Source: an optimization exercise on an open RTL-to-GDS flow (aim: small area and a short achievable clock period). Production flows keep margins and buffers that such runs may drop.
Only simulation tests tie the RTL to the original design; equivalence was not proved.

==> inputs of run Y <==
==> flow/design.v <==
package pkt_ingress_buf_pkg;
  localparam int PKT_DATA_W  = 64;
  localparam int PKT_EMPTY_W = 6;
  localparam int PKT_WORD_W = 1 + PKT_EMPTY_W + PKT_DATA_W;
endpackage
module pkt_buf_ram #(
  parameter int WIDTH = 71,
  parameter int DEPTH = 64,
  parameter int AW    = $clog2(DEPTH)
) (
  input  logic             clk,
  input  logic             wr_en_a,
  input  logic [AW-1:0]    wr_addr_a,
  input  logic             wr_en_b,
  input  logic [AW-1:0]    wr_addr_b,
  input  logic [WIDTH-1:0] wr_data,
  input  logic [AW-1:0]    rd_addr,
  input  logic [1:0]       rd_addr_lo_n,    
  input  logic [1:0]       rd_addr_lo_b,    
  input  logic [1:0]       rd_addr_lo_bn,   
  output logic [WIDTH-1:0] rd_data
);
  logic [WIDTH-1:0] rows [DEPTH];
  logic [DEPTH-1:0] wr_sel;
  for (genvar i = 0; i < DEPTH; i++) begin : g_row
    logic [WIDTH-1:0] q;
    assign wr_sel[i] = (wr_en_a && (wr_addr_a == AW'(i))) ||
                       (wr_en_b && (wr_addr_b == AW'(i)));
    assign rows[i]   = q;
    always_ff @(posedge clk)
      q <= (wr_data & {WIDTH{wr_sel[i]}}) | (q & {WIDTH{!wr_sel[i]}});
  end
  localparam int Q1 = WIDTH / 4;
  localparam int Q2 = WIDTH / 2;
  localparam int Q3 = (3 * WIDTH) / 4;
  logic [WIDTH-1:0] lvl [AW+1][DEPTH];
  logic [WIDTH-1:0] sel_lo [2];
  always_comb begin
    for (int b = 0; b < 2; b++)
      sel_lo[b] = {{(WIDTH - Q3){!rd_addr_lo_bn[b]}}, {(Q3 - Q2){rd_addr_lo_b[b]}},
                   {(Q2 - Q1){!rd_addr_lo_n[b]}}, {Q1{rd_addr[b]}}};
    for (int i = 0; i < DEPTH; i++) lvl[0][i] = rows[i];
    for (int b = 0; b < AW; b++)
      for (int i = 0; i < (DEPTH >> (b + 1)); i++)
        if (b < 2)
          lvl[b+1][i] = (sel_lo[b] & lvl[b][2*i+1]) | (~sel_lo[b] & lvl[b][2*i]);
        else
          lvl[b+1][i] = rd_addr[b] ? lvl[b][2*i+1] : lvl[b][2*i];
    rd_data = lvl[AW][0];
  end
endmodule
module pkt_ingress_buf #(
  parameter int DATA_WIDTH  = 64,
  parameter int EMPTY_WIDTH = 6,
  parameter int DEPTH       = 64
) (
  input  logic                   clk,
  input  logic                   reset_n,
  output logic                   in_ready,
  input  logic                   in_valid,
  input  logic                   in_startofpacket,
  input  logic                   in_endofpacket,
  input  logic [DATA_WIDTH-1:0]  in_data,
  input  logic [EMPTY_WIDTH-1:0] in_empty,
  input  logic                   in_error,
  input  logic                   out_ready,
  output logic                   out_valid,
  output logic                   out_startofpacket,
  output logic                   out_endofpacket,
  output logic [DATA_WIDTH-1:0]  out_data,
  output logic [EMPTY_WIDTH-1:0] out_empty,
  output logic                   out_error,
  output logic [15:0]            pkt_count,
  output logic [15:0]            drop_count
);
  localparam int AW = $clog2(DEPTH);
  localparam int PW = AW + 1;
  localparam int WW = 1 + EMPTY_WIDTH + DATA_WIDTH;    
  localparam logic [PW-1:0] ONE_P = PW'(1);
  logic              in_pkt;
  logic [PW-1:0]     wr_spec;
  logic [PW-1:0]     wr_commit;
  logic [PW-1:0]     rd_ptr;
  logic [1:0]        rd_ptr_lo_n;    
  logic [1:0]        rd_ptr_lo_b;    
  logic [1:0]        rd_ptr_lo_bn;   
  logic [PW-1:0]     occ_s;
  logic [PW-1:0]     occ_c;
  logic [PW-1:0]     wr_spec_nx;
  logic [PW-1:0]     wr_commit_nx;
  logic [PW-1:0]     rd_ptr_nx;
  logic [PW-1:0]     occ_s_nx;
  logic [PW-1:0]     occ_c_nx;
  logic              beat;
  logic              try_s;       
  logic              try_c;       
  logic              full_s;
  logic              full_c;
  logic              wr_s;
  logic              wr_c;
  logic              wr_en;
  logic              overflow;
  logic              eop_ok;
  logic              eop_bad;
  logic              rewind;
  logic              drop_one;
  logic              drop_two;
  logic [15:0]       drop_p1;
  logic [15:0]       drop_p2;
  logic              not_empty;
  logic              out_load;
  logic              q_load;
  logic              rd_en;
  logic              q_valid;
  logic              q_sop;
  logic [WW-1:0]     q_word;
  logic              next_sop;
  logic [WW-1:0]     rd_word;
  assign full_s    = occ_s[AW];     
  assign full_c    = occ_c[AW];
  assign not_empty = |occ_c;
  always_comb begin
    beat     = in_valid && in_ready;
    try_s    = beat && (in_startofpacket != in_pkt);
    try_c    = beat && in_startofpacket && in_pkt;
    wr_s     = try_s && !full_s;
    wr_c     = try_c && !full_c;
    wr_en    = wr_s || wr_c;
    overflow = (try_s && full_s) || (try_c && full_c);
    eop_ok   = wr_en && in_endofpacket && !in_error;
    eop_bad  = wr_en && in_endofpacket && in_error;
    rewind   = overflow || eop_bad;
    drop_one = try_c ^ rewind;
    drop_two = try_c && rewind;
    drop_p1  = (drop_count == 16'hFFFF) ? 16'hFFFF : drop_count + 16'd1;
    drop_p2  = (drop_count[15:1] == 15'h7FFF) ? 16'hFFFF : drop_count + 16'd2;
    rd_ptr_nx    = rd_en ? rd_ptr + ONE_P : rd_ptr;
    wr_spec_nx   = wr_spec;
    wr_commit_nx = wr_commit;
    occ_s_nx     = rd_en ? occ_s - ONE_P : occ_s;
    occ_c_nx     = rd_en ? occ_c - ONE_P : occ_c;
    if (rewind) begin
      wr_spec_nx = wr_commit;
      occ_s_nx   = rd_en ? occ_c - ONE_P : occ_c;
    end else if (wr_s) begin
      wr_spec_nx = wr_spec + ONE_P;
      occ_s_nx   = rd_en ? occ_s : occ_s + ONE_P;
      if (in_endofpacket) begin
        wr_commit_nx = wr_spec + ONE_P;
        occ_c_nx     = rd_en ? occ_s : occ_s + ONE_P;
      end
    end else if (wr_c) begin
      wr_spec_nx = wr_commit + ONE_P;
      occ_s_nx   = rd_en ? occ_c : occ_c + ONE_P;
      if (in_endofpacket) begin
        wr_commit_nx = wr_commit + ONE_P;
        occ_c_nx     = rd_en ? occ_c : occ_c + ONE_P;
      end
    end
  end
  always_ff @(posedge clk or negedge reset_n) begin
    if (!reset_n) begin
      in_pkt     <= 1'b0;
      wr_spec    <= '0;
      wr_commit  <= '0;
      rd_ptr     <= '0;
      rd_ptr_lo_n <= '1;
      occ_s      <= '0;
      occ_c      <= '0;
      in_ready   <= 1'b0;
      pkt_count  <= '0;
      drop_count <= '0;
    end else begin
      in_ready  <= 1'b1;
      wr_spec   <= wr_spec_nx;
      wr_commit <= wr_commit_nx;
      rd_ptr    <= rd_ptr_nx;
      rd_ptr_lo_n <= ~rd_ptr_nx[1:0];
      occ_s     <= occ_s_nx;
      occ_c     <= occ_c_nx;
      if (beat)     in_pkt    <= wr_en && !in_endofpacket;
      if (eop_ok)   pkt_count <= pkt_count + 16'd1;
      if (drop_two)      drop_count <= drop_p2;
      else if (drop_one) drop_count <= drop_p1;
    end
  end
  assign out_load = !out_valid || out_ready;
  assign q_load   = !q_valid || out_load;
  assign rd_en    = not_empty && q_load;
  always_ff @(posedge clk or negedge reset_n) begin
    if (!reset_n) begin
      q_valid   <= 1'b0;
      next_sop  <= 1'b1;
    end else begin
      if (rd_en)  next_sop <= rd_word[WW-1];
      if (q_load) q_valid  <= not_empty;
    end
  end
  always_ff @(posedge clk) begin
    rd_ptr_lo_b  <= rd_ptr_nx[1:0];
    rd_ptr_lo_bn <= ~rd_ptr_nx[1:0];
  end
  always_ff @(posedge clk) begin
    if (q_load) begin
      q_word <= rd_word;
      q_sop  <= next_sop;
    end
  end
  always_ff @(posedge clk or negedge reset_n) begin
    if (!reset_n) begin
      out_valid         <= 1'b0;
      out_startofpacket <= 1'b0;
      out_endofpacket   <= 1'b0;
      out_empty         <= '0;
      out_data          <= '0;
    end else if (out_load) begin
      out_valid         <= q_valid;
      out_startofpacket <= q_sop;
      out_endofpacket   <= q_word[WW-1];
      out_empty         <= q_word[DATA_WIDTH +: EMPTY_WIDTH];
      out_data          <= q_word[DATA_WIDTH-1:0];
    end
  end
  assign out_error = 1'b0;
  pkt_buf_ram #(
    .WIDTH (WW),
    .DEPTH (DEPTH),
    .AW    (AW)
  ) u_ram (
    .clk       (clk),
    .wr_en_a   (wr_s),
    .wr_addr_a (wr_spec[AW-1:0]),
    .wr_en_b   (wr_c),
    .wr_addr_b (wr_commit[AW-1:0]),
    .wr_data   ({in_endofpacket, in_empty, in_data}),
    .rd_addr      (rd_ptr[AW-1:0]),
    .rd_addr_lo_n (rd_ptr_lo_n),
    .rd_addr_lo_b (rd_ptr_lo_b),
    .rd_addr_lo_bn(rd_ptr_lo_bn),
    .rd_data   (rd_word)
  );
endmodule
==> flow/flow/run.sh <==
#!/bin/bash
set -euo pipefail
export BUFFER_PORTS_ARGS="-buffer_cell sky130_fd_sc_hd__buf_4"
bash standard.sh > flow_make.log 2>&1
==> flow/standard.sh <==
#!/bin/bash
# synth_recipe.tcl (not shown) runs the flow's synth.tcl, then flattens the netlist and writes it again
# the make line also repeats each setting of config.mk as NAME=value (left out here)
make -C /OpenROAD-flow-scripts/flow DESIGN_CONFIG=/design/flow/config.mk WORK_HOME=/design/flow/orfs CLKGATE_MAP_FILE= SYNTH_SCRIPT=/design/flow/synth_recipe.tcl "${@:-finish}"
==> flow/config.mk <==
export PLATFORM = sky130hd
export DESIGN_NAME = pkt_ingress_buf
export DESIGN_NICKNAME = pkt_ingress_buf
export VERILOG_FILES = /design/flow/design.v
export SDC_FILE = /design/flow/constraint.sdc
export NUM_CORES = 4
export LEC_CHECK = 0
export CAP_MARGIN = 20
export CORE_MARGIN = 2
export CORE_UTILIZATION = 45
export CTS_CLUSTER_DIAMETER = 100
export CTS_CLUSTER_SIZE = 25
export PLACE_DENSITY = 0.55
export SETUP_SLACK_MARGIN = 2.9
export SLEW_MARGIN = 50
export SYNTH_MEMORY_MAX_BITS = 8192
export TNS_END_PERCENT = 10
==> flow/constraint.sdc <==
create_clock -name core_clock -period 5.5 [get_ports {clk}]
set_input_delay 1.1000 -clock core_clock [delete_from_list [all_inputs] [get_ports {clk}]]
set_output_delay 1.1000 -clock core_clock [all_outputs]
set_load 0.01 [all_outputs]
==> run R: changes against run Y <==
==> flow/design.v (replaced) <==
package pkt_ingress_buf_pkg;
  localparam int PKT_DATA_W  = 64;
  localparam int PKT_EMPTY_W = 6;
  localparam int PKT_WORD_W = 1 + PKT_EMPTY_W + PKT_DATA_W;
endpackage
module pkt_buf_ram #(
  parameter int WIDTH = 71,
  parameter int DEPTH = 64,
  parameter int AW    = $clog2(DEPTH)
) (
  input  logic             clk,
  input  logic             wr_en_a,
  input  logic [AW-1:0]    wr_addr_a,
  input  logic             wr_en_b,
  input  logic [AW-1:0]    wr_addr_b,
  input  logic [WIDTH-1:0] wr_data,
  input  logic [AW-1:0]    rd_addr,
  output logic [WIDTH-1:0] rd_data
);
  logic [WIDTH-1:0] rows [DEPTH];
  logic [DEPTH-1:0] wr_sel;
  for (genvar i = 0; i < DEPTH; i++) begin : g_row
    logic [WIDTH-1:0] q;
    assign wr_sel[i] = (wr_en_a && (wr_addr_a == AW'(i))) ||
                       (wr_en_b && (wr_addr_b == AW'(i)));
    assign rows[i]   = q;
    always_ff @(posedge clk)
      q <= (wr_data & {WIDTH{wr_sel[i]}}) | (q & {WIDTH{!wr_sel[i]}});
  end
  logic [WIDTH-1:0] lvl [AW+1][DEPTH];
  always_comb begin
    for (int i = 0; i < DEPTH; i++) lvl[0][i] = rows[i];
    for (int b = 0; b < AW; b++)
      for (int i = 0; i < (DEPTH >> (b + 1)); i++)
        lvl[b+1][i] = rd_addr[b] ? lvl[b][2*i+1] : lvl[b][2*i];
    rd_data = lvl[AW][0];
  end
endmodule
module pkt_ingress_buf #(
  parameter int DATA_WIDTH  = 64,
  parameter int EMPTY_WIDTH = 6,
  parameter int DEPTH       = 64
) (
  input  logic                   clk,
  input  logic                   reset_n,
  output logic                   in_ready,
  input  logic                   in_valid,
  input  logic                   in_startofpacket,
  input  logic                   in_endofpacket,
  input  logic [DATA_WIDTH-1:0]  in_data,
  input  logic [EMPTY_WIDTH-1:0] in_empty,
  input  logic                   in_error,
  input  logic                   out_ready,
  output logic                   out_valid,
  output logic                   out_startofpacket,
  output logic                   out_endofpacket,
  output logic [DATA_WIDTH-1:0]  out_data,
  output logic [EMPTY_WIDTH-1:0] out_empty,
  output logic                   out_error,
  output logic [15:0]            pkt_count,
  output logic [15:0]            drop_count
);
  localparam int AW = $clog2(DEPTH);
  localparam int PW = AW + 1;
  localparam int WW = 1 + EMPTY_WIDTH + DATA_WIDTH;    
  localparam logic [PW-1:0] ONE_P = PW'(1);
  logic              in_pkt;
  logic [PW-1:0]     wr_spec;
  logic [PW-1:0]     wr_commit;
  logic [PW-1:0]     wr_spec_nx;
  logic [PW-1:0]     wr_commit_nx;
  logic [PW-1:0]     rd_ptr;
  logic [PW-1:0]     rd_ptr_nx;
  logic              full_s_q;
  logic              full_c_q;
  logic              not_empty_q;
  logic [PW-1:0]     base;
  logic [PW-1:0]     base_inc;
  logic              beat;
  logic              abandon;
  logic              store_try;
  logic              full_s;
  logic              full_c;
  logic              full;
  logic              overflow;
  logic              wr_en;
  logic              eop_ok;
  logic              eop_bad;
  logic              drop_one;
  logic              drop_two;
  logic [15:0]       drop_p1;
  logic [15:0]       drop_p2;
  logic              not_empty;
  logic              out_load;
  logic              q_load;
  logic              rd_en;
  logic              q_valid;
  logic              q_sop;
  logic [WW-1:0]     q_word;
  logic              next_sop;
  logic [WW-1:0]     rd_word;
  assign full_s    = full_s_q;
  assign full_c    = full_c_q;
  assign not_empty = not_empty_q;
  always_comb begin
    beat      = in_valid && in_ready;
    abandon   = beat && in_pkt && in_startofpacket;
    store_try = beat && (in_startofpacket || in_pkt);
    base      = abandon ? wr_commit : wr_spec;
    base_inc  = abandon ? (wr_commit + ONE_P) : (wr_spec + ONE_P);
    full      = abandon ? full_c : full_s;
    overflow  = store_try && full;
    wr_en     = store_try && !full;
    eop_ok    = wr_en && in_endofpacket && !in_error;
    eop_bad   = wr_en && in_endofpacket && in_error;
    drop_one  = abandon ^ (overflow || eop_bad);
    drop_two  = abandon && (overflow || eop_bad);
    drop_p1   = (drop_count == 16'hFFFF) ? 16'hFFFF : drop_count + 16'd1;
    drop_p2   = (drop_count[15:1] == 15'h7FFF) ? 16'hFFFF : drop_count + 16'd2;
    wr_spec_nx   = wr_spec;
    wr_commit_nx = wr_commit;
    if (beat) begin
      if (overflow || eop_bad) begin
        wr_spec_nx = wr_commit;
      end else if (wr_en) begin
        wr_spec_nx = base_inc;
        if (in_endofpacket) wr_commit_nx = base_inc;
      end
    end
  end
  always_ff @(posedge clk or negedge reset_n) begin
    if (!reset_n) begin
      in_pkt     <= 1'b0;
      wr_spec    <= '0;
      wr_commit  <= '0;
      in_ready   <= 1'b0;
      pkt_count  <= '0;
      drop_count <= '0;
    end else begin
      in_ready <= 1'b1;
      if (drop_two)      drop_count <= drop_p2;
      else if (drop_one) drop_count <= drop_p1;
      wr_spec   <= wr_spec_nx;
      wr_commit <= wr_commit_nx;
      if (beat) in_pkt <= wr_en && !in_endofpacket;
      if (eop_ok) pkt_count <= pkt_count + 16'd1;
    end
  end
  assign out_load  = !out_valid || out_ready;
  assign q_load    = !q_valid || out_load;
  assign rd_en     = not_empty && q_load;
  assign rd_ptr_nx = rd_en ? rd_ptr + ONE_P : rd_ptr;
  always_ff @(posedge clk or negedge reset_n) begin
    if (!reset_n) begin
      rd_ptr      <= '0;
      full_s_q    <= 1'b0;
      full_c_q    <= 1'b0;
      not_empty_q <= 1'b0;
      q_valid     <= 1'b0;
      next_sop  <= 1'b1;
      out_valid <= 1'b0;
    end else begin
      rd_ptr      <= rd_ptr_nx;
      full_s_q    <= (wr_spec_nx - rd_ptr_nx) == PW'(DEPTH);
      full_c_q    <= (wr_commit_nx - rd_ptr_nx) == PW'(DEPTH);
      not_empty_q <= wr_commit_nx != rd_ptr_nx;
      if (rd_en) next_sop <= rd_word[WW-1];
      if (q_load)   q_valid   <= not_empty;
      if (out_load) out_valid <= q_valid;
    end
  end
  always_ff @(posedge clk) begin
    if (q_load) begin
      q_word <= rd_word;
      q_sop  <= next_sop;
    end
    if (out_load) begin
      out_startofpacket <= q_sop;
      out_endofpacket   <= q_word[WW-1];
      out_empty         <= q_word[DATA_WIDTH +: EMPTY_WIDTH];
      out_data          <= q_word[DATA_WIDTH-1:0];
    end
  end
  assign out_error = 1'b0;
  pkt_buf_ram #(
    .WIDTH (WW),
    .DEPTH (DEPTH),
    .AW    (AW)
  ) u_ram (
    .clk       (clk),
    .wr_en_a   (wr_en && !abandon),
    .wr_addr_a (wr_spec[AW-1:0]),
    .wr_en_b   (wr_en && abandon),
    .wr_addr_b (wr_commit[AW-1:0]),
    .wr_data   ({in_endofpacket, in_empty, in_data}),
    .rd_addr   (rd_ptr[AW-1:0]),
    .rd_data   (rd_word)
  );
endmodule
Settings changed: CORE_UTILIZATION 45 to 40, PLACE_DENSITY 0.55 to 0.45.
==> flow_metrics.tcl <==
set metrics [dict create \
    fp-row-count 233 \
    seq_area_share_pct 67.6 \
    p_leak_uw 0.0653 \
    run_status "complete, no violations" \
    hpwl_microns 290000 \
]
That was run Y.
==> flow_metrics.tcl <==
set metrics [dict create \
    critPathRequiredTime_ns 6.22 \
    run_status "complete, no violations" \
    p_comb_uw 33300 \
    dominant_cells "sequential cells" \
    hpwl_microns 304000 \
    p_leak_uw 0.0644 \
    fp-row-count 246 \
    seq_area_share_pct 67.8 \
]
That was run R.

## re-timing with driven ports
In the flow no input, the clock included, has a driving cell. The finished layouts below were timed again as built, in two steps.
Step 1 (the two cells are an assumption about what drives the block):
set clk [get_ports {clk}]
set_driving_cell -lib_cell sky130_fd_sc_hd__clkbuf_16 $clk
set_driving_cell -lib_cell sky130_fd_sc_hd__buf_2 [delete_from_list [all_inputs] $clk]
Step 2 adds t to the input delays and takes it off the output delays; t is the mean of the earliest and latest rising clock arrival at the registers after step 1. Input paths then give back, and output paths get back, about the clock's delay inside the block.
Three values: ideal ports, drivers, drivers and shift; two values: the first two.
run | t, ns | setup slack, ns | worst setup path after step 2 | clock arrival spread, ns | slew at the worst register clock pin (ns)
run Y | 1.083 | 2.510 / 2.510 / 1.702 | input to register | 0.070 / 0.070 | 0.11 / 0.11
run R | 1.095 | 2.187 / 2.187 / 1.458 | input to register | 0.076 / 0.075 | 0.11 / 0.11
After both steps setup and hold are still met in every run listed. The setup slack of run Y, which loses most, moves by 0.000 ns with the drivers and by -0.808 ns with both steps.
